From an optimization exercise on the open Yosys and OpenROAD flow, aimed at small area; shortcuts taken in it are not production practice. RTL that was checked went through simulation tests only; none was proved equivalent to the original. Power figures rest on the tool's default switching activity, not on a simulated workload.

## r_debug_mw
module r_debug_mw #(
   parameter int ADDR_BYTES  = 4,
   parameter int MAX_WORDS   = 16,
   parameter int TIMEOUT_CYC = 4096
) (
   input  logic        clk,
   input  logic        reset,
   output logic [63:0] O_TDATA,
   output logic        O_TVALID,
   output logic        O_TLAST,
   input  logic        O_TREADY,
   input  logic [63:0] I_TDATA,
   input  logic        I_TVALID,
   input  logic        I_TLAST,
   output logic        I_TREADY,
   output logic [7:0]  tx_data,
   output logic        tx_has_data,
   input  logic        tx_data_consume,
   input  logic [7:0]  rx_data,
   output logic        rx_has_space,
   input  logic        rx_data_produce,
   output logic        busy,
   output logic        err_sticky
);
For scale: ~1,400 cells after synthesis, roughly 590 flip-flops, about 22,000 sq um of cells after synthesis.
Settings: LEC_CHECK=0, CAP_MARGIN=0, CORE_MARGIN=2, CORE_UTILIZATION=65, PLACE_DENSITY=0.75, SLEW_MARGIN=0; clock period 6.0 ns.
standard.sh (not shown) runs the stock make flow with config.mk's settings and CLKGATE_MAP_FILE= SYNTH_SCRIPT=/design/flow/synth_recipe.tcl, a recipe that flattens the netlist after the stock synthesis.
==> flow/flow/run.sh <==
#!/bin/bash
# Standard ORFS layout with: an area-oriented ABC script for the final technology mapping,
# the smallest buffer for port buffering, and CTS without dummy loads.
set -euo pipefail
export FLOW_WORK=$(pwd)
export MY_ABC_SCRIPT=$FLOW_WORK/flow/area.script
export BUFFER_PORTS_ARGS="-buffer_cell sky130_fd_sc_hd__buf_1"
export CTS_ARGS="-sink_clustering_enable -repair_clock_nets -dont_use_dummy_load -sink_clustering_size 10 -sink_clustering_max_diameter 40 -buf_list sky130_fd_sc_hd__clkbuf_4"
bash standard.sh SYNTH_SCRIPT=$FLOW_WORK/flow/wrap.tcl finish > standard.log 2>&1
==> flow/flow/area.script <==
strash
dc2
dch -f
amap
topo
stime -c
==> flow/flow/wrap.tcl <==
# The standard synthesis script, with the final ABC mapping run from flow/area.script
# (an area-oriented script) instead of ORFS's delay-oriented one. Registers are mapped before
# this step, so they are the standard synthesis's registers.
proc abc {args} {
  set i [lsearch $args -script]
  if { $i >= 0 } { lset args [expr {$i + 1}] $::env(MY_ABC_SCRIPT) }
  yosys abc {*}$args
}
source $::env(FLOW_WORK)/synth_recipe.tcl
The starting point ran to the end with no violations.
Next try:
==> flow/flow/area.script (replaced) <==
strash
dc2
dch -f
amap
strash
dch -f
amap
topo
stime -c
The changed run completed with no timing, DRC or antenna violations.
Routed wire length came out higher by 0.64%.
Utilization came out higher by 0.13 points.
Via count came out higher by 0.92%.
Worst hold slack improves by 0.031 ns.
Die area came out higher by about 0.4%.
Power is about the same.
Non-clock buffer count came out lower by 2.
Clock-buffer cell count came out lower by 2.
Sequential cell count is unchanged.
Setup slack degrades by 0.58 ns.

========
== trial 47 ==
r_debug_mw, a different RTL version from the one above (not shown whole).
Size in the first run: roughly 1300 cells after synthesis.
Settings: LEC_CHECK=0, CAP_MARGIN=0, CORE_MARGIN=2, CORE_UTILIZATION=65, PLACE_DENSITY=0.75, SLEW_MARGIN=0; clock period 6.0 ns.
==> flow/flow/run.sh <==
#!/bin/bash
# Standard ORFS layout with: an area-oriented ABC script for the final technology mapping,
# a hand-mapped netlist for the request beat selection, the smallest buffer for port
# buffering, and CTS without dummy loads.
set -euo pipefail
export FLOW_WORK=$(pwd)
export MY_ABC_SCRIPT=$FLOW_WORK/flow/area.script
export MY_OMUX=$FLOW_WORK/omux_gates.v
python3 flow/gen_omux.py > omux_gates.v
export BUFFER_PORTS_ARGS="-buffer_cell sky130_fd_sc_hd__buf_1"
export CTS_ARGS="-sink_clustering_enable -repair_clock_nets -dont_use_dummy_load -sink_clustering_size 10 -sink_clustering_max_diameter 40 -buf_list \"sky130_fd_sc_hd__clkbuf_4 sky130_fd_sc_hd__clkbuf_8\""
bash standard.sh SYNTH_SCRIPT=$FLOW_WORK/flow/wrap.tcl SYNTH_KEEP_MODULES=r_debug_mw_omux finish > standard.log 2>&1
Other scripts of this flow, unchanged in this note and not shown: flow/flow/area.script, flow/flow/gen_omux.py, flow/flow/wrap.tcl
Trial 47: no failed stages, no open violations at the end
## Diff of input files: trial 6 against trial 47
==> flow/flow/run.sh <==
#!/bin/bash
# Standard ORFS layout with: an area-oriented ABC script for the final technology mapping,
# a hand-mapped netlist for the request beat selection, the smallest buffer for port
# buffering, and CTS without dummy loads.
set -euo pipefail
export FLOW_WORK=$(pwd)
export MY_ABC_SCRIPT=$FLOW_WORK/flow/area.script
export MY_OMUX=$FLOW_WORK/omux_gates.v
python3 flow/gen_omux.py > omux_gates.v
export BUFFER_PORTS_ARGS="-buffer_cell sky130_fd_sc_hd__buf_1"
export CTS_ARGS="-sink_clustering_enable -repair_clock_nets -dont_use_dummy_load -sink_clustering_size 10 -sink_clustering_max_diameter 40 -buf_list sky130_fd_sc_hd__clkbuf_4"
bash standard.sh SYNTH_SCRIPT=$FLOW_WORK/flow/wrap.tcl SYNTH_KEEP_MODULES=r_debug_mw_omux finish > standard.log 2>&1
[summary]
Trial 6 ends up with a clock-cell share of area that is 1.8 points lower than in trial 47.
On clock group share of total power: between trial 6 and trial 47, it ends up higher for trial 47.
On total routing usage reported by global routing, trial 6 and trial 47 are neck and neck.
Fraction of power consumed by combinational cells in trial 6 is 1.8 points above trial 47.

========
cedar:
r_debug_mw, a different RTL version from the one above (not shown whole).
Size in the first run: roughly 160 I/O pins.
// r_debug_mw
module r_debug_mw #(
   parameter int ADDR_BYTES  = 4,
   parameter int MAX_WORDS   = 16,
   parameter int TIMEOUT_CYC = 4096
) (
   input  logic        clk,
   input  logic        reset,
   output logic [63:0] O_TDATA,
   output logic        O_TVALID,
   output logic        O_TLAST,
   input  logic        O_TREADY,
   input  logic [63:0] I_TDATA,
   input  logic        I_TVALID,
   input  logic        I_TLAST,
   output logic        I_TREADY,
   output logic [7:0]  tx_data,
   output logic        tx_has_data,
   input  logic        tx_data_consume,
   input  logic [7:0]  rx_data,
   output logic        rx_has_space,
   input  logic        rx_data_produce,
   output logic        busy,
   output logic        err_sticky
);
export LEC_CHECK = 0
export CAP_MARGIN = 20
export CORE_MARGIN = 2
export CORE_UTILIZATION = 65
export PLACE_DENSITY = 0.75
export SLEW_MARGIN = 20
create_clock -name core_clock -period 6.0 [get_ports {clk}]
==> flow/flow/run.sh <==
#!/bin/bash
# Standard ORFS layout; port buffers use the smallest buffer and CTS skips dummy loads.
set -euo pipefail
export BUFFER_PORTS_ARGS="-buffer_cell sky130_fd_sc_hd__buf_1"
export CTS_ARGS="-sink_clustering_enable -repair_clock_nets -dont_use_dummy_load"
bash standard.sh > standard.log 2>&1
--- input diff cedar..maple ---
==> flow/flow/run.sh <==
#!/bin/bash
# Standard ORFS layout; port buffers use the smallest buffer and CTS skips dummy loads.
set -euo pipefail
export BUFFER_PORTS_ARGS="-buffer_cell sky130_fd_sc_hd__buf_1"
export CTS_ARGS="-sink_clustering_enable -repair_clock_nets -dont_use_dummy_load -sink_clustering_size 16 -sink_clustering_max_diameter 60 -buf_list sky130_fd_sc_hd__clkbuf_8"
bash standard.sh > standard.log 2>&1
Results
- Compared maple against cedar; hold slack within noise.
- NOTE: detailed-routed wire length on met2 in maple falls short of that of cedar
- maple against cedar; overall power after layout is down by more than 10%.
- Across both runs, leakage power was lower for maple than for cedar.
- Via total after detailed routing shrinks slightly when moving from cedar to maple.
- Relative to cedar, the first-pass GRT wire length measured on maple has decreased slightly.
- Final worst slack of maple is on par with cedar.
- Compared with cedar, maple shows a share of total power in combinational logic that is 2.7 points higher.
- In the reports for cedar and maple, the larger transition time at the pin with the least slew margin belongs to cedar.
No functional check of the RTL was part of any run of this note.

-- re-timing with driven ports --
How much do the figures lean on ideal ports? The routed layouts below were timed once more, with nothing changed but the port constraints. Step 1 (the two cells are an assumption about what drives the block):
set clk [get_ports {clk}]
set_driving_cell -lib_cell sky130_fd_sc_hd__clkbuf_16 $clk
set_driving_cell -lib_cell sky130_fd_sc_hd__buf_2 [delete_from_list [all_inputs] $clk]
Step 2 also shifts input and output timing later by t, the mid clock arrival at the registers, as if the neighbouring blocks saw the same clock. Three values: ideal, step 1, step 2; two values: the first two.
run	shift t [ns]	setup slack, ns	hold WS [ns]	worst setup path after step 2	clock arrival spread, ns
the first run of note 1	0.731	0.955 / 0.903 / 1.634	0.400 / 0.400 / 0.400	register to output	0.146 / 0.146
the second run of note 1	0.764	0.374 / 0.324 / 0.722	0.431 / 0.431 / 0.431	input to register	0.081 / 0.081
trial 47	0.619	0.967 / 0.916 / 1.391	0.407 / 0.407 / 0.407	register to register	0.056 / 0.055
trial 6	0.744	0.807 / 0.757 / 1.374	0.403 / 0.403 / 0.403	register to register	0.076 / 0.076
cedar	0.655	0.307 / 0.253 / 0.908	0.520 / 0.520 / 0.520	register to output	0.047 / 0.047
maple	0.678	0.306 / 0.253 / 0.931	0.523 / 0.523 / 0.523	register to output	0.090 / 0.090
After both steps every run listed still meets setup and hold.
